From an optimization exercise on the open Yosys and OpenROAD flow, aimed at small area; shortcuts taken in it are not production practice.
At most, simulation tests tie the RTL to the original design; equivalence was not proved.
The RTL of runs 3, 4 and 6 was laid out without a check of its function.
Power figures rest on the tool's default switching activity, not on a simulated workload.

$ cat flow/flow/run.sh
#!/bin/bash
# Standard synthesis, then the standard layout with: every cell downsized to
# its smallest drive strength before floorplan, a clock tree of mid-size
# buffers without dummy loads, and small port buffers.
set -euo pipefail
W=$(pwd)
F=$W/flow
bash standard.sh synth > $W/synth.log 2>&1
bash standard.sh \
  PRE_FLOORPLAN_TCL=$F/downsize.tcl \
  "CTS_ARGS=-sink_clustering_enable -repair_clock_nets -dont_use_dummy_load -buf_list sky130_fd_sc_hd__clkbuf_8 -sink_clustering_size 16 -sink_clustering_max_diameter 50" \
  "BUFFER_PORTS_ARGS=-buffer_cell sky130_fd_sc_hd__buf_1" \
  finish > $W/layout.log 2>&1
$ cat flow/flow/downsize.tcl
# Before floorplan: give every cell the smallest drive strength of its family.
# Synthesis sizes cells for speed; the period leaves plenty of slack, and
# repair_design upsizes or buffers again wherever slew or load needs it.
set db [ord::get_db]
set block [ord::get_db_block]
array set best {}
foreach lib [$db getLibs] {
  foreach m [$lib getMasters] {
    set n [$m getName]
    if {![regexp {^(sky130_fd_sc_hd__[a-z0-9]+)_([0-9]+)$} $n -> base drv]} { continue }
    if {[regexp {lpflow|probe|tap|fill|decap|diode|dlygate|dlymetal|clkdlybuf|conb} $n]} { continue }
    set a [expr {[$m getWidth] * [$m getHeight]}]
    if {![info exists best($base)] || $a < [lindex $best($base) 1]} {
      set best($base) [list $m $a]
    }
  }
}
set cnt 0
foreach inst [$block getInsts] {
  set m [$inst getMaster]
  if {![regexp {^(sky130_fd_sc_hd__[a-z0-9]+)_([0-9]+)$} [$m getName] -> base drv]} { continue }
  if {![info exists best($base)]} { continue }
  set nm [lindex $best($base) 0]
  if {[$nm getWidth] < [$m getWidth]} {
    $inst swapMaster $nm
    incr cnt
  }
}
puts "downsize: swapped $cnt instances to smaller drive strengths"
$ cat flow/config.mk
export PLATFORM = sky130hd
export DESIGN_NAME = lockstep_module
export DESIGN_NICKNAME = lockstep_module
export VERILOG_FILES = /design/flow/design.v
export SDC_FILE = /design/flow/constraint.sdc
export NUM_CORES = 8
export LEC_CHECK = 0
export CAP_MARGIN = 35
export CORE_MARGIN = 2
export CORE_UTILIZATION = 60
export PLACE_DENSITY = 0.7
export SLEW_MARGIN = 25
export SYNTH_HIERARCHICAL = 1
$ cat flow/standard.sh
#!/bin/bash
# synth_recipe.tcl (not shown) runs the flow's synth.tcl, then flattens the netlist and writes it again
# the make line also repeats each setting of config.mk as NAME=value (left out here)
make -C /OpenROAD-flow-scripts/flow DESIGN_CONFIG=/design/flow/config.mk WORK_HOME=/design/flow/orfs CLKGATE_MAP_FILE= SYNTH_SCRIPT=/design/flow/synth_recipe.tcl "${@:-finish}"
$ cat flow/constraint.sdc
create_clock -name core_clock -period 10.0 [get_ports {CORE_CLK}]
set_input_delay 2.0000 -clock core_clock [delete_from_list [all_inputs] [get_ports {CORE_CLK}]]
set_output_delay 2.0000 -clock core_clock [all_outputs]
set_load 0.01 [all_outputs]
$ cat flow/design.v
`timescale 1ns/1ps
package lockstep_pkg;
    typedef logic [15:0] addr_t;
    typedef logic [7:0]  data_t;
    typedef logic [1:0]  module_id_t;
    typedef enum logic [1:0]
    {
        BEAT_IDLE  = 2'd0,
        BEAT_SCAN  = 2'd1,
        BEAT_WRITE = 2'd2
    } beat_e;
    typedef struct packed
    {
        logic  ok;
        beat_e beat;
        addr_t addr;
        data_t data;
        logic  sync;
    } bcast_t;
    typedef enum logic [1:0]
    {
        RL_REBUILD = 2'd0,
        RL_ALIGN   = 2'd1,
        RL_REJOIN  = 2'd2,
        RL_RUN     = 2'd3
    } run_level_e;
    localparam int SYNC_DELAY = 3;
    localparam int REBUILD_PASSES = 2;
endpackage
`timescale 1ns/1ps
module state_word
(
    input  logic       CORE_CLK,
    input  logic       w_set,
    input  logic       w_hold,
    input  logic [7:0] col,
    output logic [7:0] q
);
    always_ff @(posedge CORE_CLK)
        q <= ~((q | {8{w_set}}) & (col | {8{w_hold}}));
endmodule
module state_rd3
(
    input  logic [7:0] d0,
    input  logic [7:0] d1,
    input  logic [7:0] d2,
    input  logic       s0,
    input  logic       s1,
    input  logic       s2,
    output logic [7:0] y_n
);
    assign y_n = ~((d0 & {8{s0}}) | (d1 & {8{s1}}) | (d2 & {8{s2}}));
endmodule
module state_ram
#(
    parameter int ADDR_W = 9
)
(
    input  logic  CORE_CLK,
    input  logic  a_we,
    input  lockstep_pkg::addr_t a_addr,
    input  lockstep_pkg::data_t a_wdata,
    input  logic [ADDR_W-1:0] r_addr,
    output lockstep_pkg::data_t a_rdata,
    input  logic  b_we,
    input  lockstep_pkg::addr_t b_addr,
    input  lockstep_pkg::data_t b_wdata
);
    localparam int DEPTH  = 1 << ADDR_W;
    localparam int GROUPS = (DEPTH + 2) / 3;
    logic [7:0] st [DEPTH];
    logic       par;
    logic              we;
    logic [ADDR_W-1:0] w_idx;
    logic [7:0]        w_col;
    logic [DEPTH-1:0]  w_sel;
    logic [3*GROUPS-1:0] r_sel;
    logic [7:0]        g_n [GROUPS];
    logic [7:0]        r_raw;
    assign we    = a_we || b_we;
    assign w_idx = a_we ? a_addr[ADDR_W-1:0] : b_addr[ADDR_W-1:0];
    assign w_col = (a_we ? a_wdata : b_wdata) ^ {8{par}};
    always_comb
    begin
        r_sel = '0;
        for (int i = 0; i < DEPTH; i++)
        begin
            w_sel[i] = we && (w_idx == ADDR_W'(i));
            r_sel[i] = (r_addr == ADDR_W'(i));
        end
    end
    always_ff @(posedge CORE_CLK)
        par <= !par;
    for (genvar i = 0; i < DEPTH; i++)
    begin : g_word
        state_word u_word (
            .CORE_CLK (CORE_CLK),
            .w_set    (w_sel[i]),
            .w_hold   (!w_sel[i]),
            .col      (w_col),
            .q        (st[i])
        );
    end
    for (genvar g = 0; g < GROUPS; g++)
    begin : g_rd
        state_rd3 u_rd (
            .d0  (st[3*g]),
            .d1  ((3*g+1 < DEPTH) ? st[(3*g+1) % DEPTH] : 8'd0),
            .d2  ((3*g+2 < DEPTH) ? st[(3*g+2) % DEPTH] : 8'd0),
            .s0  (r_sel[3*g]),
            .s1  (r_sel[3*g+1]),
            .s2  (r_sel[3*g+2]),
            .y_n (g_n[g])
        );
    end
    always_comb
    begin
        r_raw = '0;
        for (int g = 0; g < GROUPS; g++)
            r_raw = r_raw | ~g_n[g];
    end
    always_ff @(posedge CORE_CLK)
    begin
        if (a_we)
            a_rdata <= a_wdata;
        else
            a_rdata <= r_raw ^ {8{par}};
    end
endmodule
`timescale 1ns/1ps
module bcast_scanner
#(
    parameter int ADDR_W = 9
)
(
    input  logic       CORE_CLK,
    input  logic       RST_n,
    input  lockstep_pkg::module_id_t module_id,
    input  lockstep_pkg::run_level_e run_level,
    input  logic       vote_good,
    input  logic       align_load,
    input  lockstep_pkg::addr_t      align_addr,
    input  logic       wr_valid,
    input  lockstep_pkg::addr_t      wr_addr,
    input  lockstep_pkg::data_t      wr_data,
    output logic       wr_ready,
    output logic       a_we,
    output lockstep_pkg::addr_t      a_addr,
    output lockstep_pkg::data_t      a_wdata,
    input  lockstep_pkg::data_t      a_rdata,
    output logic [ADDR_W-1:0] r_addr,
    output lockstep_pkg::bcast_t     bcast_out
);
    localparam logic [ADDR_W-1:0] STEP_ONE = {{(ADDR_W-1){1'b0}}, 1'b1};
    localparam logic [ADDR_W-1:0] STEP_TWO = {{(ADDR_W-2){1'b0}}, 2'b10};
    logic [ADDR_W-1:0] scan_cnt;
    logic [ADDR_W-1:0] rd_addr;
    logic [ADDR_W-1:0] beat_addr;
    logic              scan_fresh;
    logic              wr_beat_vld;
    logic [ADDR_W-1:0] wr_beat_addr;
    lockstep_pkg::data_t             wr_beat_data;
    logic              in_run;
    logic              wr_accept;
    assign in_run    = (run_level == lockstep_pkg::RL_RUN);
    assign wr_ready  = in_run && vote_good && !wr_beat_vld;
    assign wr_accept = wr_valid && wr_ready;
    assign rd_addr = wr_beat_vld ? wr_beat_addr : scan_cnt;
    assign a_we    = wr_beat_vld;
    assign a_addr  = lockstep_pkg::addr_t'(rd_addr);
    assign a_wdata = wr_beat_data;
    assign r_addr  = scan_cnt;
    always_ff @(posedge CORE_CLK)
    begin
        if (!RST_n)
        begin
            scan_cnt    <= '0;
            beat_addr   <= '0;
            scan_fresh  <= 1'b1;
            wr_beat_vld <= 1'b0;
        end
        else
        begin
            wr_beat_vld <= wr_accept;
            beat_addr   <= rd_addr;
            scan_fresh  <= !wr_beat_vld;
            if (wr_beat_vld)
                scan_cnt <= scan_cnt - STEP_TWO;
            else if (align_load)
                scan_cnt <= align_addr[ADDR_W-1:0] + STEP_TWO;
            else
                scan_cnt <= scan_cnt + STEP_ONE;
        end
    end
    always_ff @(posedge CORE_CLK)
    begin
        wr_beat_addr <= wr_addr[ADDR_W-1:0];
        wr_beat_data <= wr_data;
    end
    always_comb
    begin
        if (!in_run)
        begin
            bcast_out.beat = lockstep_pkg::BEAT_IDLE;
            bcast_out.addr = lockstep_pkg::addr_t'(module_id);
            bcast_out.data = lockstep_pkg::data_t'(module_id);
            bcast_out.sync = 1'b0;
        end
        else if (wr_beat_vld)
        begin
            bcast_out.beat = lockstep_pkg::BEAT_WRITE;
            bcast_out.addr = lockstep_pkg::addr_t'(wr_beat_addr);
            bcast_out.data = wr_beat_data;
            bcast_out.sync = 1'b0;
        end
        else
        begin
            bcast_out.beat = lockstep_pkg::BEAT_SCAN;
            bcast_out.addr = lockstep_pkg::addr_t'(beat_addr);
            bcast_out.data = a_rdata;
            bcast_out.sync = scan_fresh && (beat_addr == '0);
        end
        bcast_out.ok = in_run && vote_good;
    end
endmodule
`timescale 1ns/1ps
module lockstep_voter
(
    input  lockstep_pkg::bcast_t bcast_out,
    input  lockstep_pkg::bcast_t nbr_in0,
    input  lockstep_pkg::bcast_t nbr_in1,
    input  lockstep_pkg::bcast_t nbr_in2,
    output logic   vote_good,
    output lockstep_pkg::bcast_t nbr_sel
);
    localparam lockstep_pkg::bcast_t NO_NBR = '0;
    logic [2:0] agree;
    assign agree[0] = (bcast_out.addr == nbr_in0.addr) &&
                      (bcast_out.data == nbr_in0.data) &&
                      (bcast_out.sync == nbr_in0.sync);
    assign agree[1] = (bcast_out.addr == nbr_in1.addr) &&
                      (bcast_out.data == nbr_in1.data) &&
                      (bcast_out.sync == nbr_in1.sync);
    assign agree[2] = (bcast_out.addr == nbr_in2.addr) &&
                      (bcast_out.data == nbr_in2.data) &&
                      (bcast_out.sync == nbr_in2.sync);
    assign vote_good = |agree;
    always_comb
    begin
        if (nbr_in0.ok)
            nbr_sel = nbr_in0;
        else if (nbr_in1.ok)
            nbr_sel = nbr_in1;
        else if (nbr_in2.ok)
            nbr_sel = nbr_in2;
        else
            nbr_sel = NO_NBR;
    end
endmodule
`timescale 1ns/1ps
module rebuild_ctrl
#(
    parameter int ADDR_W = 9
)
(
    input  logic       CORE_CLK,
    input  logic       RST_n,
    input  logic       vote_good,
    input  lockstep_pkg::bcast_t     nbr_sel,
    output lockstep_pkg::run_level_e run_level,
    output logic       align_load,
    output lockstep_pkg::addr_t      align_addr,
    output logic       b_we,
    output lockstep_pkg::addr_t      b_addr,
    output lockstep_pkg::data_t      b_wdata
);
    localparam int WRAP_W = $clog2(lockstep_pkg::REBUILD_PASSES + 1);
    localparam logic [WRAP_W-1:0] WRAP_ONE  = {{(WRAP_W-1){1'b0}}, 1'b1};
    localparam logic [WRAP_W-1:0] WRAP_DONE = WRAP_W'(lockstep_pkg::REBUILD_PASSES);
    lockstep_pkg::run_level_e            rl_nxt;
    logic [WRAP_W-1:0]     wrap_cnt;
    logic [lockstep_pkg::SYNC_DELAY-1:0] sync_dly;
    logic                  nbr_live;
    logic                  nbr_scan;
    logic                  nbr_wrap;
    logic                  nbr_was_write;
    logic                  copying;
    assign nbr_live = nbr_sel.ok && (nbr_sel.beat != lockstep_pkg::BEAT_IDLE);
    assign nbr_scan = nbr_sel.ok && (nbr_sel.beat == lockstep_pkg::BEAT_SCAN);
    assign nbr_wrap = nbr_scan && (nbr_sel.addr[ADDR_W-1:0] == '0);
    assign copying  = (run_level == lockstep_pkg::RL_REBUILD) || (run_level == lockstep_pkg::RL_ALIGN);
    assign b_we    = copying && nbr_live;
    assign b_addr  = lockstep_pkg::addr_t'(nbr_sel.addr[ADDR_W-1:0]);
    assign b_wdata = nbr_sel.data;
    assign align_load = (run_level == lockstep_pkg::RL_ALIGN) && nbr_scan && !nbr_was_write;
    assign align_addr = nbr_sel.addr;
    always_comb
    begin
        rl_nxt = run_level;
        case (run_level)
            lockstep_pkg::RL_RUN:
                if (!vote_good)
                    rl_nxt = lockstep_pkg::RL_REBUILD;
            lockstep_pkg::RL_REBUILD:
                if (wrap_cnt == WRAP_DONE)
                    rl_nxt = lockstep_pkg::RL_ALIGN;
            lockstep_pkg::RL_ALIGN:
                if (nbr_sel.ok && nbr_sel.sync)
                    rl_nxt = lockstep_pkg::RL_REJOIN;
            lockstep_pkg::RL_REJOIN:
                if (sync_dly[lockstep_pkg::SYNC_DELAY-1])
                    rl_nxt = lockstep_pkg::RL_RUN;
            default:
                rl_nxt = lockstep_pkg::RL_RUN;
        endcase
    end
    always_ff @(posedge CORE_CLK)
    begin
        if (!RST_n)
        begin
            run_level     <= lockstep_pkg::RL_RUN;
            wrap_cnt      <= '0;
            sync_dly      <= '0;
            nbr_was_write <= 1'b0;
        end
        else
        begin
            run_level     <= rl_nxt;
            sync_dly      <= {sync_dly[lockstep_pkg::SYNC_DELAY-2:0], nbr_sel.sync};
            nbr_was_write <= nbr_sel.ok && (nbr_sel.beat == lockstep_pkg::BEAT_WRITE);
            if (run_level == lockstep_pkg::RL_RUN)
                wrap_cnt <= '0;
            else if ((run_level == lockstep_pkg::RL_REBUILD) && nbr_wrap && (wrap_cnt != WRAP_DONE))
                wrap_cnt <= wrap_cnt + WRAP_ONE;
        end
    end
endmodule
`timescale 1ns/1ps
module lockstep_module
#(
    parameter int ADDR_W = 9
)
(
    input  logic       CORE_CLK,
    input  logic       RST_n,
    input  logic [1:0]  module_id,
    input  logic        wr_valid,
    input  logic [15:0] wr_addr,
    input  logic [7:0]  wr_data,
    output logic        wr_ready,
    output logic [27:0] bcast_out,
    input  logic [27:0] nbr_in0,
    input  logic [27:0] nbr_in1,
    input  logic [27:0] nbr_in2
);
    lockstep_pkg::bcast_t     bcast_w;
    lockstep_pkg::bcast_t     nbr_w0;
    lockstep_pkg::bcast_t     nbr_w1;
    lockstep_pkg::bcast_t     nbr_w2;
    assign bcast_out = bcast_w;
    assign nbr_w0    = nbr_in0;
    assign nbr_w1    = nbr_in1;
    assign nbr_w2    = nbr_in2;
    lockstep_pkg::run_level_e run_level;
    logic       vote_good;
    lockstep_pkg::bcast_t     nbr_sel;
    logic       align_load;
    lockstep_pkg::addr_t      align_addr;
    logic       a_we;
    lockstep_pkg::addr_t      a_addr;
    lockstep_pkg::data_t      a_wdata;
    lockstep_pkg::data_t      a_rdata;
    logic [ADDR_W-1:0] r_addr;
    logic       b_we;
    lockstep_pkg::addr_t      b_addr;
    lockstep_pkg::data_t      b_wdata;
    state_ram #(
        .ADDR_W (ADDR_W)
    ) u_state_ram (
        .CORE_CLK (CORE_CLK),
        .a_we     (a_we),
        .a_addr   (a_addr),
        .a_wdata  (a_wdata),
        .a_rdata  (a_rdata),
        .r_addr   (r_addr),
        .b_we     (b_we),
        .b_addr   (b_addr),
        .b_wdata  (b_wdata)
    );
    bcast_scanner #(
        .ADDR_W (ADDR_W)
    ) u_bcast_scanner (
        .CORE_CLK   (CORE_CLK),
        .RST_n      (RST_n),
        .module_id  (module_id),
        .run_level  (run_level),
        .vote_good  (vote_good),
        .align_load (align_load),
        .align_addr (align_addr),
        .wr_valid   (wr_valid),
        .wr_addr    (wr_addr),
        .wr_data    (wr_data),
        .wr_ready   (wr_ready),
        .a_we       (a_we),
        .a_addr     (a_addr),
        .a_wdata    (a_wdata),
        .a_rdata    (a_rdata),
        .r_addr     (r_addr),
        .bcast_out  (bcast_w)
    );
    lockstep_voter u_lockstep_voter (
        .bcast_out (bcast_w),
        .nbr_in0   (nbr_w0),
        .nbr_in1   (nbr_w1),
        .nbr_in2   (nbr_w2),
        .vote_good (vote_good),
        .nbr_sel   (nbr_sel)
    );
    rebuild_ctrl #(
        .ADDR_W (ADDR_W)
    ) u_rebuild_ctrl (
        .CORE_CLK   (CORE_CLK),
        .RST_n      (RST_n),
        .vote_good  (vote_good),
        .nbr_sel    (nbr_sel),
        .run_level  (run_level),
        .align_load (align_load),
        .align_addr (align_addr),
        .b_we       (b_we),
        .b_addr     (b_addr),
        .b_wdata    (b_wdata)
    );
endmodule
==> metrics.yaml, run 1 <==
rsz0062_at_grt: "false"
total_power_mw: 29.4
netlist_area_mm2: 0.141
gp_congestion: 1.02
initial_core_util: 0.602
cts-root-buf: "clkbuf_8"
min-delay-start: "u_state_ram.g_word[98].u_word.q[0]"
ff2ff_path_depth: 11
drive_gt1_frac: 0.0566
min_period_ps: 7000
crit_family: "compound AO/OA/AOI/OAI gates"
grt_usage: 0.452
drc: 0
clockBufferDepth: 4
power.density_mw_per_mm2: 199
nets: 13200
max_cap_viol_count: 0
placementRows: 178
ioPinCount: 142
overflow: 0
grt_pass1_wl_mm: 811
relSlewSlack: 0.130
outcome: "timing/DRC/antenna clean"
startpoint_type: "register"
dieWidth_um: 489
clkTransAtPathRegs_ps: 60
finalCritPeriodShare: 0.700
reg2reg_slack_ps: 3090
drv_slew: 0
ir_drop_mv: 0.148
ant_nets: 0
via_per_inst: 8.08
finClkSkew_ps: 123
path_depth: 9
min_to: "u_state_ram.g_word[98].u_word.q[0]"
crit_chain: "buf_4, mux2i_1, a21oi_1, xor2_1, nor4_1, nand3_1, o211ai_1, and3_1, buf_1"
criticalPathCategory: "reg -> out"
numPortBuffers: 127
grt_pass1_vias: 119000
post-cts-setup-buffers: 0
coreArea_mm2: 0.235
worst_skew_pair.late_latency_ps: 1140
cp.required_ps: 8000
vias: 131000
cts-resized-gates: 0
syn_inst: 14000
critPathArrivalTime_ps: 5000
grt_antenna_before_repair: 42
cp_slowest_cell: "dfxtp_4"
htreeDepth: 5
final_cells: 16200
grt_max_degree: 175
drtIter0Drc: 31800
reg2reg_from: "u_bcast_scanner.scan_cnt[0]"
first_pass_iters: 15
max_stage_delay_ps: 740
numCtsBuffers: 363
place_inst: 15800
cts_num_sinks: 4150
synth-warning-count: 13
cts_tree: "built"
crit_path_max_fanout: 65
hold_viol: 0
cts_hold_buffers: 0
syn_to_final_growth_pct: 4.75
r2r_end: "u_state_ram.a_rdata[0]"
tightest_slew_ps: 1310
hp-class: "reg -> reg"
setup_viol: 0
cp-end-kind: "primary output"
leakage_nw: 50.1
die_h_um: 489
dieArea_mm2: 0.239
critPathBufInv: 2
min_path_cells: 1
avgSynthCellArea_um2: 10.1
wl_per_cell_um: 35.2
drt_wl_total_mm: 571
dpl.hpwl_mm: 360
max_freq_mhz: 143
[cell usage in the layout, fill, tap and decap left out, types with 19 or more instances in the layout]
master / n
dfxtp_1: 4148
o22ai_1: 4100
a222oi_1: 1368
nor2_1: 1080
nand2_1: 644
nand4_1: 366
clkbuf_8: 363
buf_4: 200
buf_1: 127
nor4_1: 82
xor2_1: 46
xnor2_1: 39
diode_2: 37
o21ai_0: 32
nand3_1: 28
buf_12: 26
nand2_4: 25
a22oi_1: 24
nor4_2: 20
nor2b_1: 19
[metrics by stage]
step                hold WS (ps)  instance area [um^2]  TNS [ps]  setup slack (ps)   util
floorplan                    412                141000  -5097660             -4650      -
global placement             420                142000         0              3620  0.605
detailed placement           423                143000         0              3650  0.608
CTS                          444                148000         0              3110  0.629
global route                 453                148000         0              2870  0.630
finish                       444                148000         0              3000  0.631
[worst max path at each step]
| stage | from | end | slack, ps |
|---|---|---|---|
| floorplan | nbr_in0[27] | u_state_ram.g_word[0].u_word.q[1] | -4650 |
| CTS | u_bcast_scanner.wr_beat_vld | bcast_out[27] | 3110 |
| finish | u_bcast_scanner.wr_beat_vld | bcast_out[27] | 3000 |
| detailed placement | nbr_in1[27] | u_state_ram.g_word[495].u_word.q[4] | 3650 |
| global route | u_bcast_scanner.wr_beat_vld | bcast_out[27] | 2870 |
| global placement | nbr_in1[27] | u_state_ram.g_word[217].u_word.q[7] | 3620 |
[routing by layer]
layer / track usage / up-vias / share of wire
met5: 0.00201 / - / 0.00085
met4: 0.340 / 62 / 0.087
li1: - / 54200 / -
met1: 0.575 / 62600 / 0.36
met3: 0.157 / 2612 / 0.15
met2: 0.628 / 11800 / 0.41
[report_power, final]
group | internal [mW] | total [mW] | leakage [nW] | switching [mW]
clock network | 3.24 | 8.54 | 2.61 | 5.30
logic | 0.837 | 2.73 | 9.88 | 1.89
registers | 17.5 | 18.1 | 37.6 | 0.612
total | 21.6 | 29.4 | 50.1 | 7.80
[flip-flops by register name, summed over array words and instances, names as in the netlist]
signal	flops
u_bcast_scanner.scan_fresh	1
u_bcast_scanner.wr_beat_data	8
u_state_ram.par	1
u_bcast_scanner.wr_beat_vld	1
u_state_ram.a_rdata	8
u_bcast_scanner.beat_addr	9
u_rebuild_ctrl.run_level	2
u_bcast_scanner.wr_beat_addr	9
u_rebuild_ctrl.nbr_was_write	1
u_state_ram.g_word.u_word.q	4096
u_rebuild_ctrl.sync_dly	3
u_rebuild_ctrl.wrap_cnt	2
u_bcast_scanner.scan_cnt	9
[final cells by class]
| cell class | instances | area (um^2) |
|---|---|---|
| fill | 18800 | 86700 |
| sequential | 4150 | 83100 |
| multi-input combinational | 8119 | 52600 |
| timing repair buffer | 409 | 3250 |
| tap | 3150 | 3940 |
| inverter | 16 | 60.1 |
| clock buffer | 363 | 5000 |
| antenna | 37 | 92.6 |
==> inputs of run 2 (changes only) <==
--- a/flow/flow/run.sh
+++ b/flow/flow/run.sh
@@ -9,5 +9,5 @@
 bash standard.sh \
   PRE_FLOORPLAN_TCL=$F/downsize.tcl \
-  "CTS_ARGS=-sink_clustering_enable -repair_clock_nets -dont_use_dummy_load -buf_list sky130_fd_sc_hd__clkbuf_8 -sink_clustering_size 16 -sink_clustering_max_diameter 50" \
+  "CTS_ARGS=-sink_clustering_enable -repair_clock_nets -dont_use_dummy_load -buf_list sky130_fd_sc_hd__clkbuf_8 -sink_clustering_size 18 -sink_clustering_max_diameter 55" \
   "BUFFER_PORTS_ARGS=-buffer_cell sky130_fd_sc_hd__buf_1" \
   finish > $W/layout.log 2>&1
--- a/flow/config.mk
+++ b/flow/config.mk
@@ -8,6 +8,6 @@
 export CAP_MARGIN = 35
 export CORE_MARGIN = 2
-export CORE_UTILIZATION = 60
-export PLACE_DENSITY = 0.7
+export CORE_UTILIZATION = 70
+export PLACE_DENSITY = 0.8
 export SLEW_MARGIN = 25
 export SYNTH_HIERARCHICAL = 1
==> run 2 against run 1 <==
Via count is 1.3% higher. Worst hold slack better by 3.2 ps. Wire length is 3.4% lower. Sequential power hardly changed. Highest routed layer unchanged. Still clean.
==> metrics.yaml, run 2 <==
grt_usage: 0.509
grt_antenna_before_repair: 54
p_seq_frac: 0.634
synth-warning-count: 13
fill_cells: 14100
hold_viol: 0
tightest_slew_ps: 1340
dieArea_mm2: 0.205
clkPwrFrac: 0.269
ioPinCount: 142
ant_nets: 0
clockBufferDepth: 4
gp_congestion: 1.05
crit_path_max_fanout: 22
relSlewSlack: 0.107
numPortBuffers: 127
cp-end-kind: "register"
cts_hold_buffers: 0
dpl.hpwl_mm: 350
cts-root-buf: "clkbuf_8"
grtUsageMet3: 0.210
wl_per_cell_um: 35.2
final_common_cell: "dfxtp_1"
internal-power_mw: 20.9
htreeDepth: 5
dieWidth_um: 453
critPathArrivalTime_ps: 7780
via_per_inst: 8.48
cp.required_ps: 10960
netlist_area_mm2: 0.141
drt_wl_total_mm: 552
place_inst: 15300
first_pass_iters: 23
finalCritPeriodShare: 0.682
die_h_um: 453
cts_tree: "built"
final_cells: 15700
cts_num_sinks: 4150
finClkSkew_ps: 103
placementRows: 164
grt_max_degree: 171
leakage_nw: 49.6
dpl_worst_slack_ps: 3850
clkTransAtPathRegs_ps: 70
top_usage_layer: "met2"
grt.met2_usage: 0.692
fin_util: 0.732
max_freq_mhz: 147
setup_ws_ps: 3180
avgSynthCellArea_um2: 10.1
post-cts-setup-buffers: 0
swShare: 0.267
largest_register_ffs: 4096
drc: 0
min_period_ps: 6820
max_cap_viol_count: 0
drtIter0Drc: 34700
p_switching_mw: 7.64
power.density_mw_per_mm2: 195
nets: 13100
coreArea_mm2: 0.200
outcome: "timing/DRC/antenna clean"
grt_pass1_wl_mm: 791
overflow: 0
syn_inst: 14000
syn_to_final_growth_pct: 3.74
grt_pass1_vias: 120000
drv_slew: 0
p_comb_frac: 0.097
ir_drop_mv: 0.181
registers.top_by_ff_count: "u_state_ram.g_word.u_word.q"
vias: 133000
criticalPathCategory: "reg -> reg"
rsz0062_at_grt: "false"
setup_viol: 0
numCtsBuffers: 287
initial_core_util: 0.706
cts-resized-gates: 0
hp-class: "reg -> reg"
startpoint_type: "register"
final_cell_mix: "dfxtp_1, o22ai_1, a222oi_1"
drive_gt1_frac: 0.0507
grt.met1_usage: 0.638
worst_skew_pair.late_latency_ps: 1150
## run 2: changes by cell type in the layout (fill, tap and decap cells not counted), sizes merged
cell | previous run | this run
buf | 401 | 392
clkbuf | 367 | 291
clkdlybuf4s18 | 4 | 7
diode | 37 | 57
## run 2: through the flow
stage	setup TNS [ps]	total power, mW	instance area, um^2	hold slack, ps
after global routing	0	29.1	146000	457
after detailed placement	0	21.0	142000	435
final	0	28.6	147000	447
after floorplan	-5097660	19.8	141000	412
after global placement	0	20.8	141000	417
after CTS	0	28.2	146000	446
## run 2: path summary, 6_finish.rpt
path / start / to / slack (ps) / depth (start not counted)
worst max register to register: u_bcast_scanner.scan_cnt[1] / u_state_ram.a_rdata[4] / 3180 / 10
worst min register to register: u_state_ram.g_word[191].u_word.q[4] / u_state_ram.g_word[191].u_word.q[4] / 450 / 1
worst min-delay path: u_state_ram.g_word[191].u_word.q[4] / u_state_ram.g_word[191].u_word.q[4] / 450 / 1
worst max-delay path: u_bcast_scanner.scan_cnt[1] / u_state_ram.a_rdata[4] / 3180 / 10
## run 2: layout make-up
cell class | count | area [um^2] | share of cell area
inverter | 16 | 60.1 | 0.000410
timing repair buffer | 403 | 3430 | 0.0234
tap | 2656 | 3320 | 0.0227
multi-input combinational | 8119 | 52600 | 0.359
antenna | 57 | 143 | 0.000973
sequential | 4150 | 83100 | 0.567
clock buffer | 287 | 3950 | 0.0269
## run 2: worst max-delay path, cell delays in order (launching register included)
cell      delay (ps)
dfxtp_1          740
nor2b_1          350
nand3_4          500
buf_4            860
nor2_1           340
a222oi_1        1130
nand4_1          450
nor3_1           680
nand3_1          740
o31a_1           510
o31ai_1          350
## run 2: per-layer routing
metal  vias to the layer above  routed length (um)
li1                      54100                   -
met1                     62800              188000
met2                     12900              219000
met3                      3134               92400
met4                        50               51800
met5                         -                 490
## run 2: power groups by stage
stage | registers (mW) | logic, mW | clock network, mW
2_1_floorplan | 18.3 | 1.50 | 0
3_5_place_dp | 18.4 | 2.56 | 0
5_1_grt | 18.2 | 2.77 | 8.17
4_1_cts | 18.1 | 2.56 | 7.60
3_3_place_gp | 18.4 | 2.46 | 0
6_report | 18.1 | 2.77 | 7.69
==> inputs of run 3 (changes only) <==
--- a/flow/design.v
+++ b/flow/design.v
@@ -68,5 +68,6 @@
 );
     localparam int DEPTH  = 1 << ADDR_W;
-    localparam int GROUPS = (DEPTH + 2) / 3;
+    localparam int QUADS  = DEPTH / 4;
+    localparam int GROUPS = (QUADS + 2) / 3;
     logic [7:0] st [DEPTH];
     logic       par;
@@ -76,5 +77,6 @@
     logic [DEPTH-1:0]  w_sel;
     logic [3*GROUPS-1:0] r_sel;
-    logic [7:0]        g_n [GROUPS];
+    logic [7:0]        gq_n [4][GROUPS];
+    logic [7:0]        r_q [4];
     logic [7:0]        r_raw;
     assign we    = a_we || b_we;
@@ -85,8 +87,7 @@
         r_sel = '0;
         for (int i = 0; i < DEPTH; i++)
-        begin
             w_sel[i] = we && (w_idx == ADDR_W'(i));
-            r_sel[i] = (r_addr == ADDR_W'(i));
-        end
+        for (int p = 0; p < QUADS; p++)
+            r_sel[p] = (r_addr[ADDR_W-1:2] == (ADDR_W-2)'(p));
     end
     always_ff @(posedge CORE_CLK)
@@ -102,21 +103,28 @@
         );
     end
-    for (genvar g = 0; g < GROUPS; g++)
-    begin : g_rd
-        state_rd3 u_rd (
-            .d0  (st[3*g]),
-            .d1  ((3*g+1 < DEPTH) ? st[(3*g+1) % DEPTH] : 8'd0),
-            .d2  ((3*g+2 < DEPTH) ? st[(3*g+2) % DEPTH] : 8'd0),
-            .s0  (r_sel[3*g]),
-            .s1  (r_sel[3*g+1]),
-            .s2  (r_sel[3*g+2]),
-            .y_n (g_n[g])
-        );
+    for (genvar k = 0; k < 4; k++)
+    begin : g_lane
+        for (genvar g = 0; g < GROUPS; g++)
+        begin : g_rd
+            state_rd3 u_rd (
+                .d0  (st[12*g+k]),
+                .d1  ((3*g+1 < QUADS) ? st[(12*g+4+k) % DEPTH] : 8'd0),
+                .d2  ((3*g+2 < QUADS) ? st[(12*g+8+k) % DEPTH] : 8'd0),
+                .s0  (r_sel[3*g]),
+                .s1  (r_sel[3*g+1]),
+                .s2  (r_sel[3*g+2]),
+                .y_n (gq_n[k][g])
+            );
+        end
     end
     always_comb
     begin
-        r_raw = '0;
-        for (int g = 0; g < GROUPS; g++)
-            r_raw = r_raw | ~g_n[g];
+        for (int k = 0; k < 4; k++)
+        begin
+            r_q[k] = '0;
+            for (int g = 0; g < GROUPS; g++)
+                r_q[k] = r_q[k] | ~gq_n[k][g];
+        end
+        r_raw = r_q[r_addr[1:0]];
     end
     always_ff @(posedge CORE_CLK)
==> run 3 against run 2 <==
Non-clock buffer count is 110 higher. Sequential power hardly changed. Clock skew is 5.0 ps lower. Final area is 0.17% lower. Total power is 0.99% lower. Synthesized cell count is 3.1% lower. Maximum frequency is 9.8% lower. Via count is 1.6% lower. Critical path depth is 2 higher. Global-route usage is 1.4 points higher. Sequential share of layout area is 0.096 points higher.
==> metrics.yaml, run 3 <==
startpoint_type: "register"
total_power_mw: 28.3
registers.top_by_ff_count: "u_state_ram.g_word.u_word.q"
criticalPathCategory: "reg -> out"
drv_slew: 0
drt_wl_total_mm: 560
leakage_nw: 49.8
clkTransAtPathRegs_ps: 110
ioPinCount: 142
synth-warning-count: 15
final_common_cell: "dfxtp_1"
endpoint: "bcast_out[27]"
max_freq_mhz: 132
ant_nets: 0
rsz0062_at_grt: "false"
crit_path_max_fanout: 14
grt_max_degree: 183
initial_core_util: 0.702
critical_path.startpoint: "u_rebuild_ctrl.run_level[0]"
grt_antenna_before_repair: 54
numPortBuffers: 127
htreeDepth: 5
post-cts-setup-buffers: 0
syn_inst: 13500
cts-root-buf: "clkbuf_8"
overflow: 0
ff2ff_path_depth: 11
nets: 12900
dpl.hpwl_mm: 355
critPathArrivalTime_ps: 5560
grt_pass1_wl_mm: 802
internal-power_mw: 20.9
gp_congestion: 1.18
clockBufferDepth: 4
syn_to_final_growth_pct: 4.69
worst_skew_pair.late_latency_ps: 1160
min_period_ps: 7560
p_seq_frac: 0.636
finClkSkew_ps: 98.0
multi_input_area_mm2: 0.0516
reg2reg_from: "u_bcast_scanner.scan_cnt[3]"
grt_pass1_vias: 120000
fin_util: 0.735
p_switching_mw: 7.42
cts_hold_buffers: 0
drc: 0
coreArea_mm2: 0.199
max_cap_viol_count: 0
netlist_area_mm2: 0.140
cts-resized-gates: 0
vias: 131000
cts_tree: "built"
largest_register_ffs: 4096
finalCritPeriodShare: 0.756
numCtsBuffers: 289
r2r_end: "u_state_ram.a_rdata[1]"
wl_per_cell_um: 36.3
tightest_slew_ps: 1270
dieWidth_um: 451
setup_viol: 0
fin_setup_tns_ps: 0
min_path_cells: 1
final_cell_mix: "dfxtp_1, o22ai_1, a222oi_1"
setup_ws_ps: 2440
placementRows: 164
p_comb_frac: 0.092
hp-class: "reg -> reg"
outcome: "timing/DRC/antenna clean"
cts_num_sinks: 4150
stdcell_area_mm2: 0.146
avgSynthCellArea_um2: 10.3
grt_usage: 0.522
via_per_inst: 8.48
clkPwrFrac: 0.273
drive_gt1_frac: 0.0704
dpl-instance-area_mm2: 0.142
cp.required_ps: 8000
dpl_worst_slack_ps: 2900
register_area_mm2: 0.0831
dieArea_mm2: 0.203
die_h_um: 451
ir_drop_mv: 0.172
relSlewSlack: 0.155
power.density_mw_per_mm2: 193
reg2reg_slack_ps: 3910
cp-end-kind: "primary output"
hold_viol: 0
drtIter0Drc: 33800
swShare: 0.262
fill_cells: 14000
first_pass_iters: 17
run 3: worst min-delay path by stage:
stage	startpoint	endpoint	slack (ps)
after floorplan	u_rebuild_ctrl.sync_dly[0]	u_rebuild_ctrl.sync_dly[1]	410
after global placement	u_rebuild_ctrl.sync_dly[0]	u_rebuild_ctrl.sync_dly[1]	420
after detailed placement	u_rebuild_ctrl.sync_dly[0]	u_rebuild_ctrl.sync_dly[1]	420
after CTS	u_state_ram.g_word[246].u_word.q[7]	u_state_ram.g_word[246].u_word.q[7]	440
after global routing	u_rebuild_ctrl.sync_dly[1]	u_rebuild_ctrl.sync_dly[2]	460
final	u_state_ram.g_word[246].u_word.q[7]	u_state_ram.g_word[246].u_word.q[7]	440
run 3: routing by layer:
layer	GRT usage	vias to the layer above	part of all wire
li1	-	53100	-
met1	0.640	62500	0.33
met2	0.704	12500	0.40
met3	0.239	2742	0.17
met4	0.415	69	0.098
met5	0.00473	-	0.0012
run 3: area by class of cell:
class	count	area share
Tap cell	2656	0.0227
Multi-Input combinational cell	7776	0.353
Sequential cell	4150	0.568
Clock buffer	289	0.0272
Inverter	22	0.000564
Timing Repair Buffer	513	0.0286
Antenna cell	21	0.000359
run 3: critical path: stages (launching register included):
cell and delay, ps:
dfxtp_1 510, nand2_1 670, nor2_1 490, nand2_1 110, nor4_2 530, xnor2_1 510, nand4_1 220, nor3_1 230
nand4_1 140, o211ai_1 160, buf_4 240, and3_1 420, buf_1 190
run 3: through the flow:
step / hold slack (ps) / std cells
finish: 444 / 15400
detailed placement: 420 / 15100
global route: 458 / 15400
floorplan: 412 / 13600
global placement: 418 / 15000
CTS: 442 / 15400
run 3: power by group through the flow:
stage / registers, mW / clock network (mW) / logic [mW]
2_1_floorplan: 18.2 / 0 / 1.47
3_3_place_gp: 18.3 / 0 / 2.29
3_5_place_dp: 18.3 / 0 / 2.39
4_1_cts: 17.9 / 7.62 / 2.39
5_1_grt: 18.1 / 8.18 / 2.62
6_report: 18.0 / 7.72 / 2.59
==> inputs of run 4 (changes only) <==
--- a/flow/design.v
+++ b/flow/design.v
@@ -52,4 +52,14 @@
     assign y_n = ~((d0 & {8{s0}}) | (d1 & {8{s1}}) | (d2 & {8{s2}}));
 endmodule
+module state_rd2
+(
+    input  logic [7:0] d0,
+    input  logic [7:0] d1,
+    input  logic       s0,
+    input  logic       s1,
+    output logic [7:0] y_n
+);
+    assign y_n = ~((d0 & {8{s0}}) | (d1 & {8{s1}}));
+endmodule
 module state_ram
 #(
@@ -105,10 +115,10 @@
     for (genvar k = 0; k < 4; k++)
     begin : g_lane
-        for (genvar g = 0; g < GROUPS; g++)
+        for (genvar g = 0; g < GROUPS - 1; g++)
         begin : g_rd
             state_rd3 u_rd (
                 .d0  (st[12*g+k]),
-                .d1  ((3*g+1 < QUADS) ? st[(12*g+4+k) % DEPTH] : 8'd0),
-                .d2  ((3*g+2 < QUADS) ? st[(12*g+8+k) % DEPTH] : 8'd0),
+                .d1  (st[12*g+4+k]),
+                .d2  (st[12*g+8+k]),
                 .s0  (r_sel[3*g]),
                 .s1  (r_sel[3*g+1]),
@@ -117,4 +127,11 @@
             );
         end
+        state_rd2 u_rd_last (
+            .d0  (st[12*(GROUPS-1)+k]),
+            .d1  (st[12*(GROUPS-1)+4+k]),
+            .s0  (r_sel[3*(GROUPS-1)]),
+            .s1  (r_sel[3*(GROUPS-1)+1]),
+            .y_n (gq_n[k][GROUPS-1])
+        );
     end
     always_comb
--- a/flow/config.mk
+++ b/flow/config.mk
@@ -6,8 +6,8 @@
 export NUM_CORES = 8
 export LEC_CHECK = 0
-export CAP_MARGIN = 35
+export CAP_MARGIN = 20
 export CORE_MARGIN = 2
 export CORE_UTILIZATION = 70
 export PLACE_DENSITY = 0.8
-export SLEW_MARGIN = 25
+export SLEW_MARGIN = 20
 export SYNTH_HIERARCHICAL = 1
==> run 4 against run 3 <==
Non-clock buffer count decreased by 82. Count of clock-buffer cells in the layout decreased by 1. Wire length decreased by 4.1%. Sequential power about the same. Maximum frequency increased by 4.0%. Clock power decreased by 0.5%. Register-to-register slack got worse by 480 ps. Core utilization decreased by 0.19 points. Worst hold slack improved by 3.4 ps. Global-route usage decreased by 2.4 points. Critical path type unchanged. Largest cell class unchanged.
==> metrics.yaml, run 4 <==
cts-resized-gates: 0
clkTransAtPathRegs_ps: 100
min_period_ps: 7270
finClkSkew_ps: 115
numPortBuffers: 127
numCtsBuffers: 288
dieWidth_um: 451
dieArea_mm2: 0.203
drt_wl_total_mm: 536
syn_inst: 13500
largest_register_ffs: 4096
max_stage_delay_ps: 740
ir_drop_mv: 0.163
total_power_mw: 28.1
critPathArrivalTime_ps: 5270
rsz0062_at_grt: "false"
synth-warning-count: 15
criticalPathCategory: "reg -> out"
critPathBufInv: 2
worst_skew_pair.late_latency_ps: 1130
overflow: 0
clockBufferDepth: 4
crit_path_max_fanout: 101
drive_gt1_frac: 0.0644
leakage_nw: 49.1
tightest_slew_ps: 1410
max_cap_viol_count: 0
cts_hold_buffers: 0
fill_cells: 13900
dpl.hpwl_mm: 340
multi_input_area_mm2: 0.0514
ioPinCount: 142
register_area_mm2: 0.0831
final_common_cell: "dfxtp_1"
power.density_mw_per_mm2: 194
max_freq_mhz: 138
avgSynthCellArea_um2: 10.3
final_cell_mix: "dfxtp_1, o22ai_1, a222oi_1"
placementRows: 163
die_h_um: 451
post-cts-setup-buffers: 0
nets: 12800
grt_pass1_wl_mm: 774
outcome: "timing/DRC/antenna clean"
crit_chain: "buf_4, nand2_1, a21oi_1, xor2_1, nor4_1, nand3_1, o211ai_1, and2_1, buf_1"
finalCritPeriodShare: 0.727
syn_to_final_growth_pct: 3.84
vias: 129000
cts-root-buf: "clkbuf_8"
drv_slew: 0
cp_slowest_cell: "buf_4"
coreArea_mm2: 0.198
gp_congestion: 1.03
relSlewSlack: 0.0538
grt_usage: 0.498
cts_tree: "built"
via_per_inst: 8.45
cp.required_ps: 8000
drc: 0
grt_pass1_vias: 119000
netlist_area_mm2: 0.140
initial_core_util: 0.706
dpl_worst_slack_ps: 3220
grt_antenna_before_repair: 24
cts_num_sinks: 4150
hold_viol: 0
cp-end-kind: "primary output"
drtIter0Drc: 31200
first_pass_iters: 17
hp-class: "reg -> reg"
setup_ws_ps: 2730
ant_nets: 0
startpoint_type: "register"
grt_max_degree: 204
crit_family: "simple AND/OR/NAND/NOR gates"
wl_per_cell_um: 35.1
registers.top_by_ff_count: "u_state_ram.g_word.u_word.q"
setup_viol: 0
htreeDepth: 5
run 4: cell type report:
class / count / share of cell area
tap: 2640 / 0.0228
multi-input combinational: 7740 / 0.354
inverter: 22 / 0.000569
antenna: 25 / 0.000431
clock buffer: 288 / 0.0273
sequential: 4150 / 0.573
timing repair buffer: 431 / 0.0219
run 4: path summary, 6_finish.rpt:
check | startpoint | endpoint | slack, ps | cells past startpoint
max reg2reg | u_bcast_scanner.scan_cnt[3] | u_state_ram.a_rdata[7] | 3430 | 11
max | u_bcast_scanner.wr_beat_vld | wr_ready | 2730 | 9
min reg2reg | u_rebuild_ctrl.sync_dly[0] | u_rebuild_ctrl.sync_dly[1] | 450 | 1
min | u_rebuild_ctrl.sync_dly[0] | u_rebuild_ctrl.sync_dly[1] | 450 | 1
run 4: layer usage:
metal  part of all wire  global-route usage  wire length (um)  vias up
met1               0.34               0.613            181000    61800
met3               0.16               0.200             86600     2532
met5             0.0018              0.0296               950        -
met4              0.095               0.392             51100       28
li1                   -                   -                 -    52900
met2               0.40               0.689            217000    11900
run 4: per-stage QoR:
stage / setup TNS, ps / hold WS, ps / cell area [um^2] / instances / util
after global routing: 0 / 456 / 145000 / 15300 / 0.733
final: 0 / 448 / 145000 / 15300 / 0.733
after global placement: 0 / 416 / 141000 / 15000 / 0.711
after detailed placement: 0 / 425 / 141000 / 15000 / 0.712
after CTS: 0 / 447 / 145000 / 15300 / 0.732
after floorplan: -4842160 / 412 / 140000 / 13500 / -
run 4: worst reg2reg max path, delay by kind of cell, from the launching register on:
kind,cells,cell delay [ps]
and+or+nand+nor,5,3010
AOI/OAI and AO/OA,4,1950
DFF,1,740
buffers and inverters,2,710
run 4: power by group:
part | internal [mW] | leakage [nW] | switching, mW
sequential | 17.4 | 37.7 | 0.536
clock | 2.61 | 2.07 | 5.07
combinational | 0.807 | 9.29 | 1.66
==> inputs of run 5 (changes only) <==
--- a/flow/design.v
+++ b/flow/design.v
@@ -40,4 +40,11 @@
         q <= ~((q | {8{w_set}}) & (col | {8{w_hold}}));
 endmodule
+module state_hold
+(
+    input  logic w_set,
+    output logic w_hold
+);
+    assign w_hold = !w_set;
+endmodule
 module state_rd3
 (
@@ -105,8 +112,13 @@
     for (genvar i = 0; i < DEPTH; i++)
     begin : g_word
+        logic w_hold;
+        state_hold u_hold (
+            .w_set  (w_sel[i]),
+            .w_hold (w_hold)
+        );
         state_word u_word (
             .CORE_CLK (CORE_CLK),
             .w_set    (w_sel[i]),
-            .w_hold   (!w_sel[i]),
+            .w_hold   (w_hold),
             .col      (w_col),
             .q        (st[i])
==> run 5 against run 4 <==
Still clean. Wire length down 10%. Maximum frequency down 2.3%. Critical path depth up 1. Synthesized area down 0.55%. Non-clock buffer count down 64. Flip-flop and latch count unchanged. Setup slack worse by 170 ps. Clock power down 0.5%. Register-to-register slack better by 110 ps. Via count down 4.6%. First-iteration DRC count down 6.6%. Global-route usage down 4.7 points. Largest cell class unchanged. Highest routed layer unchanged.
==> metrics.yaml, run 5 <==
outcome: "timing/DRC/antenna clean"
netlist_area_mm2: 0.139
leakage_nw: 48.7
criticalPathCategory: "reg -> out"
synth-warning-count: 15
cts-resized-gates: 0
multi_input_area_mm2: 0.0489
clkTransAtPathRegs_ps: 70
ir_drop_mv: 0.182
crit_chain: "buf_4, nand2_1, a21oi_1, xnor2_1, nand4_1, nor4_1, nand4_1, o211ai_1, and3_1, clkbuf_2"
gp_congestion: 1.04
tightest_slew_ps: 1410
first_pass_iters: 15
hold_viol: 0
dieArea_mm2: 0.202
critPathArrivalTime_ps: 5440
drv_slew: 0
dpl.hpwl_mm: 305
nets: 12600
register_area_mm2: 0.0831
coreArea_mm2: 0.197
power.density_mw_per_mm2: 193
cp.required_ps: 8000
startpoint_type: "register"
grt_antenna_before_repair: 28
cts_tree: "built"
grt_pass1_vias: 113000
crit_path_max_fanout: 58
avgSynthCellArea_um2: 10.4
cp-end-kind: "primary output"
path_common_cell: "nand4_1"
grt_max_degree: 198
hp-class: "reg -> reg"
syn_inst: 13400
largest_register_ffs: 4096
via_per_inst: 8.14
post-cts-setup-buffers: 0
grt_usage: 0.451
cts_num_sinks: 4150
numPortBuffers: 127
placementRows: 163
total_power_mw: 27.7
min_period_ps: 7440
wl_per_cell_um: 31.9
syn_to_final_growth_pct: 3.52
max_stage_delay_ps: 810
drt_wl_total_mm: 483
registers.top_by_ff_count: "u_state_ram.g_word.u_word.q"
setup_ws_ps: 2560
die_h_um: 450
grt_pass1_wl_mm: 711
drtIter0Drc: 29100
numCtsBuffers: 289
final_cell_mix: "dfxtp_1, o22ai_1, a222oi_1"
max_freq_mhz: 134
clockBufferDepth: 4
cts-root-buf: "clkbuf_8"
cp_slowest_cell: "dfxtp_2"
whs_ps: 444
dpl_worst_slack_ps: 3200
fill_cells: 13900
ant_nets: 0
finClkSkew_ps: 130
worst_skew_pair.late_latency_ps: 1150
cts_hold_buffers: 0
max_cap_viol_count: 0
final_common_cell: "dfxtp_1"
finalCritPeriodShare: 0.744
htreeDepth: 5
vias: 123000
initial_core_util: 0.705
relSlewSlack: 0.0532
drc: 0
setup_viol: 0
rsz0062_at_grt: "false"
dieWidth_um: 450
ioPinCount: 142
drive_gt1_frac: 0.0576
overflow: 0
-- run 5: path summary, 6_finish.rpt --
kind,start,end,slack [ps],cells past startpoint
max,u_bcast_scanner.wr_beat_vld,bcast_out[27],2560,10
min,u_state_ram.g_word[326].u_word.q[1],u_state_ram.g_word[326].u_word.q[1],440,1
max reg2reg,u_bcast_scanner.scan_cnt[5],u_state_ram.a_rdata[1],3540,10
min reg2reg,u_state_ram.g_word[326].u_word.q[1],u_state_ram.g_word[326].u_word.q[1],440,1
-- run 5: final cells by class --
cell class	instances	area share
diodes	19	0.000331
clock buffers	289	0.0277
inverters	544	0.0142
multi-input cells	7140	0.340
flip-flops and latches	4150	0.578
well taps	2640	0.0230
repair buffers	367	0.0172
-- run 5: critical path, delay by kind of cell, from the launching register on --
family / cells / cell delay (ps)
flip-flops: 1 / 810
AND/OR/NAND/NOR: 5 / 1310
buffers and inverters: 2 / 1090
XOR/XNOR: 1 / 190
AO/OA/AOI/OAI: 2 / 920
-- run 5: power by group --
part	leakage [nW]	switching [mW]	internal [mW]	total (mW)
Sequential	37.7	0.486	17.4	17.8
Combinational	8.83	1.50	0.753	2.25
Clock	2.08	5.02	2.62	7.64
Total	48.7	7.01	20.7	27.7
-- run 5: per-layer routing --
metal  share of wire  up-vias  track usage
met1            0.36    59400        0.591
li1                -    51900            -
met3            0.15     1850        0.145
met5         0.00046        -            0
met4           0.073       30        0.284
met2            0.42    10100        0.646
-- run 5: through the flow --
step | util | std cells | instance area [um^2] | setup TNS [ps]
after floorplan | - | 13400 | 139000 | -4754340
after global routing | 0.729 | 15100 | 144000 | 0
after global placement | 0.708 | 14800 | 140000 | 0
after detailed placement | 0.708 | 14800 | 140000 | 0
after CTS | 0.728 | 15100 | 144000 | 0
final | 0.729 | 15100 | 144000 | 0
==> inputs of run 6 (changes only) <==
--- a/flow/design.v
+++ b/flow/design.v
@@ -40,11 +40,4 @@
         q <= ~((q | {8{w_set}}) & (col | {8{w_hold}}));
 endmodule
-module state_hold
-(
-    input  logic w_set,
-    output logic w_hold
-);
-    assign w_hold = !w_set;
-endmodule
 module state_rd3
 (
@@ -59,14 +52,4 @@
     assign y_n = ~((d0 & {8{s0}}) | (d1 & {8{s1}}) | (d2 & {8{s2}}));
 endmodule
-module state_rd2
-(
-    input  logic [7:0] d0,
-    input  logic [7:0] d1,
-    input  logic       s0,
-    input  logic       s1,
-    output logic [7:0] y_n
-);
-    assign y_n = ~((d0 & {8{s0}}) | (d1 & {8{s1}}));
-endmodule
 module state_ram
 #(
@@ -85,6 +68,5 @@
 );
     localparam int DEPTH  = 1 << ADDR_W;
-    localparam int QUADS  = DEPTH / 4;
-    localparam int GROUPS = (QUADS + 2) / 3;
+    localparam int GROUPS = (DEPTH + 2) / 3;
     logic [7:0] st [DEPTH];
     logic       par;
@@ -94,6 +76,5 @@
     logic [DEPTH-1:0]  w_sel;
     logic [3*GROUPS-1:0] r_sel;
-    logic [7:0]        gq_n [4][GROUPS];
-    logic [7:0]        r_q [4];
+    logic [7:0]        g_n [GROUPS];
     logic [7:0]        r_raw;
     assign we    = a_we || b_we;
@@ -104,7 +85,8 @@
         r_sel = '0;
         for (int i = 0; i < DEPTH; i++)
+        begin
             w_sel[i] = we && (w_idx == ADDR_W'(i));
-        for (int p = 0; p < QUADS; p++)
-            r_sel[p] = (r_addr[ADDR_W-1:2] == (ADDR_W-2)'(p));
+            r_sel[i] = (r_addr == ADDR_W'(i));
+        end
     end
     always_ff @(posedge CORE_CLK)
@@ -112,48 +94,29 @@
     for (genvar i = 0; i < DEPTH; i++)
     begin : g_word
-        logic w_hold;
-        state_hold u_hold (
-            .w_set  (w_sel[i]),
-            .w_hold (w_hold)
-        );
         state_word u_word (
             .CORE_CLK (CORE_CLK),
             .w_set    (w_sel[i]),
-            .w_hold   (w_hold),
+            .w_hold   (!w_sel[i]),
             .col      (w_col),
             .q        (st[i])
         );
     end
-    for (genvar k = 0; k < 4; k++)
-    begin : g_lane
-        for (genvar g = 0; g < GROUPS - 1; g++)
-        begin : g_rd
-            state_rd3 u_rd (
-                .d0  (st[12*g+k]),
-                .d1  (st[12*g+4+k]),
-                .d2  (st[12*g+8+k]),
-                .s0  (r_sel[3*g]),
-                .s1  (r_sel[3*g+1]),
-                .s2  (r_sel[3*g+2]),
-                .y_n (gq_n[k][g])
-            );
-        end
-        state_rd2 u_rd_last (
-            .d0  (st[12*(GROUPS-1)+k]),
-            .d1  (st[12*(GROUPS-1)+4+k]),
-            .s0  (r_sel[3*(GROUPS-1)]),
-            .s1  (r_sel[3*(GROUPS-1)+1]),
-            .y_n (gq_n[k][GROUPS-1])
+    for (genvar g = 0; g < GROUPS; g++)
+    begin : g_rd
+        state_rd3 u_rd (
+            .d0  (st[3*g]),
+            .d1  ((3*g+1 < DEPTH) ? st[(3*g+1) % DEPTH] : 8'd0),
+            .d2  ((3*g+2 < DEPTH) ? st[(3*g+2) % DEPTH] : 8'd0),
+            .s0  (r_sel[3*g]),
+            .s1  (r_sel[3*g+1]),
+            .s2  (r_sel[3*g+2]),
+            .y_n (g_n[g])
         );
     end
     always_comb
     begin
-        for (int k = 0; k < 4; k++)
-        begin
-            r_q[k] = '0;
-            for (int g = 0; g < GROUPS; g++)
-                r_q[k] = r_q[k] | ~gq_n[k][g];
-        end
-        r_raw = r_q[r_addr[1:0]];
+        r_raw = '0;
+        for (int g = 0; g < GROUPS; g++)
+            r_raw = r_raw | ~g_n[g];
     end
     always_ff @(posedge CORE_CLK)
@@ -232,6 +195,9 @@
     always_ff @(posedge CORE_CLK)
     begin
-        wr_beat_addr <= wr_addr[ADDR_W-1:0];
-        wr_beat_data <= wr_data;
+        if (wr_accept)
+        begin
+            wr_beat_addr <= wr_addr[ADDR_W-1:0];
+            wr_beat_data <= wr_data;
+        end
     end
     always_comb
==> flow/run.sh (new file) <==
#!/bin/bash
# synth_recipe.tcl (not shown) runs the flow's synth.tcl, then flattens the netlist and writes it again
# the make line also repeats each setting of config.mk as NAME=value (left out here)
make -C /OpenROAD-flow-scripts/flow DESIGN_CONFIG=/design/flow/config.mk WORK_HOME=/design/flow/orfs CLKGATE_MAP_FILE= SYNTH_SCRIPT=/design/flow/synth_recipe.tcl finish
--- a/flow/config.mk
+++ b/flow/config.mk
@@ -8,6 +8,5 @@
 export CAP_MARGIN = 20
 export CORE_MARGIN = 2
-export CORE_UTILIZATION = 70
-export PLACE_DENSITY = 0.8
+export CORE_UTILIZATION = 65
 export SLEW_MARGIN = 20
 export SYNTH_HIERARCHICAL = 1
removed: flow/flow/run.sh
removed: flow/flow/downsize.tcl
removed: flow/standard.sh
==> run 6 against run 5 <==
Still clean. Worst hold slack lost 9.9 ps. Flip-flop and latch count unchanged. Non-clock buffer count grew 21. Sequential share of layout area fell by 13 points. Global-route usage is 1.3 points lower. Die area rose by 34%. Critical path depth unchanged. Synthesized area up 25%. Core utilization shrank 3.6 points. Synthesized cell count increased by 4.5%. Total power rose by 37%. Maximum frequency rose by 7.5%. Critical endpoint unchanged.
==> metrics.yaml, run 6 <==
avgSynthCellArea_um2: 12.5
startpoint_type: "register"
cts_tree: "built"
dpl.hpwl_mm: 398
register_area_mm2: 0.0833
max_cap_viol_count: 0
overflow: 0
multi_input_area_mm2: 0.0785
syn_inst: 14000
cts_num_sinks: 4150
ir_drop_mv: 0.177
relSlewSlack: 0.152
p_comb_frac: 0.096
max_freq_mhz: 144
cts_hold_buffers: 0
crit_chain: "buf_4, nand2_1, a21oi_1, xnor2_1, nand4_1, nor4_1, nand4_1, o211ai_2, and3_1, clkdlybuf4s50_1"
leakage_nw: 59.1
drive_gt1_frac: 0.386
p_seq_frac: 0.482
place_inst: 16200
grt_max_degree: 115
via_per_inst: 7.86
reg2reg_slack_ps: 3180
cts-root-buf: "clkbuf_16"
fin_util: 0.694
critPathArrivalTime_ps: 4920
finalCritPeriodShare: 0.692
outcome: "timing/DRC/antenna clean"
final_common_cell: "dfxtp_1"
r2r_end: "u_state_ram.a_rdata[4]"
initial_core_util: 0.655
numCtsBuffers: 413
nets: 13200
vias: 134000
min_period_ps: 6920
endpoint: "bcast_out[27]"
max_stage_delay_ps: 670
rsz0062_at_grt: "false"
synth-warning-count: 13
crit_family: "buffers and inverters"
setup_viol: 0
crit_path_max_fanout: 64
reg2reg_from: "u_bcast_scanner.scan_cnt[3]"
ant_nets: 0
path_common_cell: "nand4_1"
power.density_mw_per_mm2: 206
clkTransAtPathRegs_ps: 60
cp-end-kind: "primary output"
drtIter0Drc: 24900
placementRows: 189
netlist_area_mm2: 0.174
grt_usage: 0.438
dieWidth_um: 521
drv_slew: 0
coreArea_mm2: 0.266
syn_to_final_growth_pct: 5.89
cp_slowest_cell: "dfxtp_4"
final_cells: 17000
dieArea_mm2: 0.272
first_pass_iters: 15
swShare: 0.257
clkPwrFrac: 0.422
drt_wl_total_mm: 630
path_depth: 10
finClkSkew_ps: 38.5
worst_skew_pair.late_latency_ps: 1020
critical_path.startpoint: "u_bcast_scanner.wr_beat_vld"
htreeDepth: 5
cts-resized-gates: 0
hold_viol: 0
clockBufferDepth: 4
ff2ff_path_depth: 10
critPathBufInv: 2
hp-class: "reg -> reg"
gp_congestion: 0.998
tightest_slew_ps: 1270
numPortBuffers: 127
grt_pass1_wl_mm: 888
grt_antenna_before_repair: 58
post-cts-setup-buffers: 0
fill_cells: 18800
stdcell_area_mm2: 0.184
ioPinCount: 142
cp.required_ps: 8000
largest_register_ffs: 4096
drc: 0
wl_per_cell_um: 37.0
final_cell_mix: "dfxtp_1, o22ai_2, a222oi_1"
dpl-instance-area_mm2: 0.170
internal-power_mw: 28.2
p_switching_mw: 9.76
die_h_um: 521
criticalPathCategory: "reg -> out"
registers.top_by_ff_count: "u_state_ram.g_word.u_word.q"
grt_pass1_vias: 126000
fin_setup_tns_ps: 0
## run 6: cell types whose count changed in the layout (fill, tap and decap cells not counted), moves of 32 or more
cell             change
o22ai_1           -4098
nor2_2              -99
buf_1              -126
bufinv_16           +32
clkbuf_8           -191
inv_1              -525
o22ai_2           +4097
clkinv_2            +78
nand2_1            +530
clkbuf_16          +421
nor2_1             +530
buf_12              +32
clkbuf_1            +77
clkdlybuf4s50_1    +127
## run 6: area by class of cell
type                    count  area share
diodes                     47    0.000639
clock buffers             596      0.0661
clock inverters           155     0.00980
inverters                  18    0.000367
multi-input cells        8119       0.426
flip-flops and latches   4150       0.452
well taps                3533      0.0240
repair buffers            388      0.0208
## run 6: power by group through the flow
stage	registers (mW)	logic (mW)	clock network, mW
after floorplan	18.4	2.46	0
after global placement	18.6	3.44	0
after detailed placement	18.6	3.53	0
after CTS	18.3	3.53	16.0
after global routing	18.4	3.68	16.7
final	18.3	3.66	16.0
## run 6: worst min-delay path by stage
| stage | startpoint | to | depth (start not counted) |
|---|---|---|---|
| floorplan | u_rebuild_ctrl.sync_dly[0] | u_rebuild_ctrl.sync_dly[1] | 1 |
| global placement | u_rebuild_ctrl.sync_dly[0] | u_rebuild_ctrl.sync_dly[1] | 1 |
| detailed placement | u_rebuild_ctrl.sync_dly[0] | u_rebuild_ctrl.sync_dly[1] | 1 |
| CTS | u_rebuild_ctrl.sync_dly[0] | u_rebuild_ctrl.sync_dly[1] | 1 |
| global route | u_state_ram.g_word[4].u_word.q[0] | u_state_ram.g_word[4].u_word.q[0] | 1 |
| finish | u_rebuild_ctrl.sync_dly[0] | u_rebuild_ctrl.sync_dly[1] | 1 |
## run 6: metal layers
metal / track usage / wire (um) / up-vias
li1: - / - / 54400
met1: 0.562 / 239000 / 67200
met2: 0.639 / 268000 / 9697
met3: 0.129 / 75300 / 2240
met4: 0.295 / 46500 / 44
met5: 0 / 338 / -
## run 6: per-stage QoR
step	setup WS [ps]	hold slack, ps	total power [mW]
floorplan	-12970	412	20.9
global placement	2880	420	22.0
detailed placement	2800	418	22.1
CTS	3120	435	37.8
global route	2890	463	38.7
finish	3080	434	38.0

==> what the ideal ports hide <==
In the flow no input, the clock included, has a driving cell. The finished layouts below were timed again as built, in two steps.
Step 1 sets driving cells, clkbuf_16 on the clock port and buf_2 on the other inputs (assumed; they add their load-dependent delay and slew).
Step 2 moves the port delays by t, midway between the first and last clock arrival at a register: inputs arrive t later, outputs are due t later. That takes back most of the time a late clock gives input paths.
Three values: ideal ports, drivers, drivers and shift; two values: the first two.
run	shift t [ns]	setup slack, ns	worst setup path at the end	slew at the worst register clock pin (ns)	cell pins on the clock port's net
run 1	1.187	2.996 / 2.904 / 3.085	register to register	0.11 / 0.11	1
run 2	1.204	3.184 / 3.184 / 3.184	register to register	0.12 / 0.12	1
run 3	1.204	2.440 / 2.347 / 2.942	input to output	0.12 / 0.12	1
run 4	1.179	2.729 / 2.623 / 3.017	input to output	0.12 / 0.12	1
run 5	1.188	2.558 / 2.456 / 3.008	input to register	0.12 / 0.12	1
run 6	1.090	3.075 / 2.987 / 2.486	input to register	0.07 / 0.07	1
After both steps setup and hold are still met in every run listed. For run 6, which loses most, drivers alone change the setup slack by -0.088 ns; drivers and shift together by -0.589 ns.
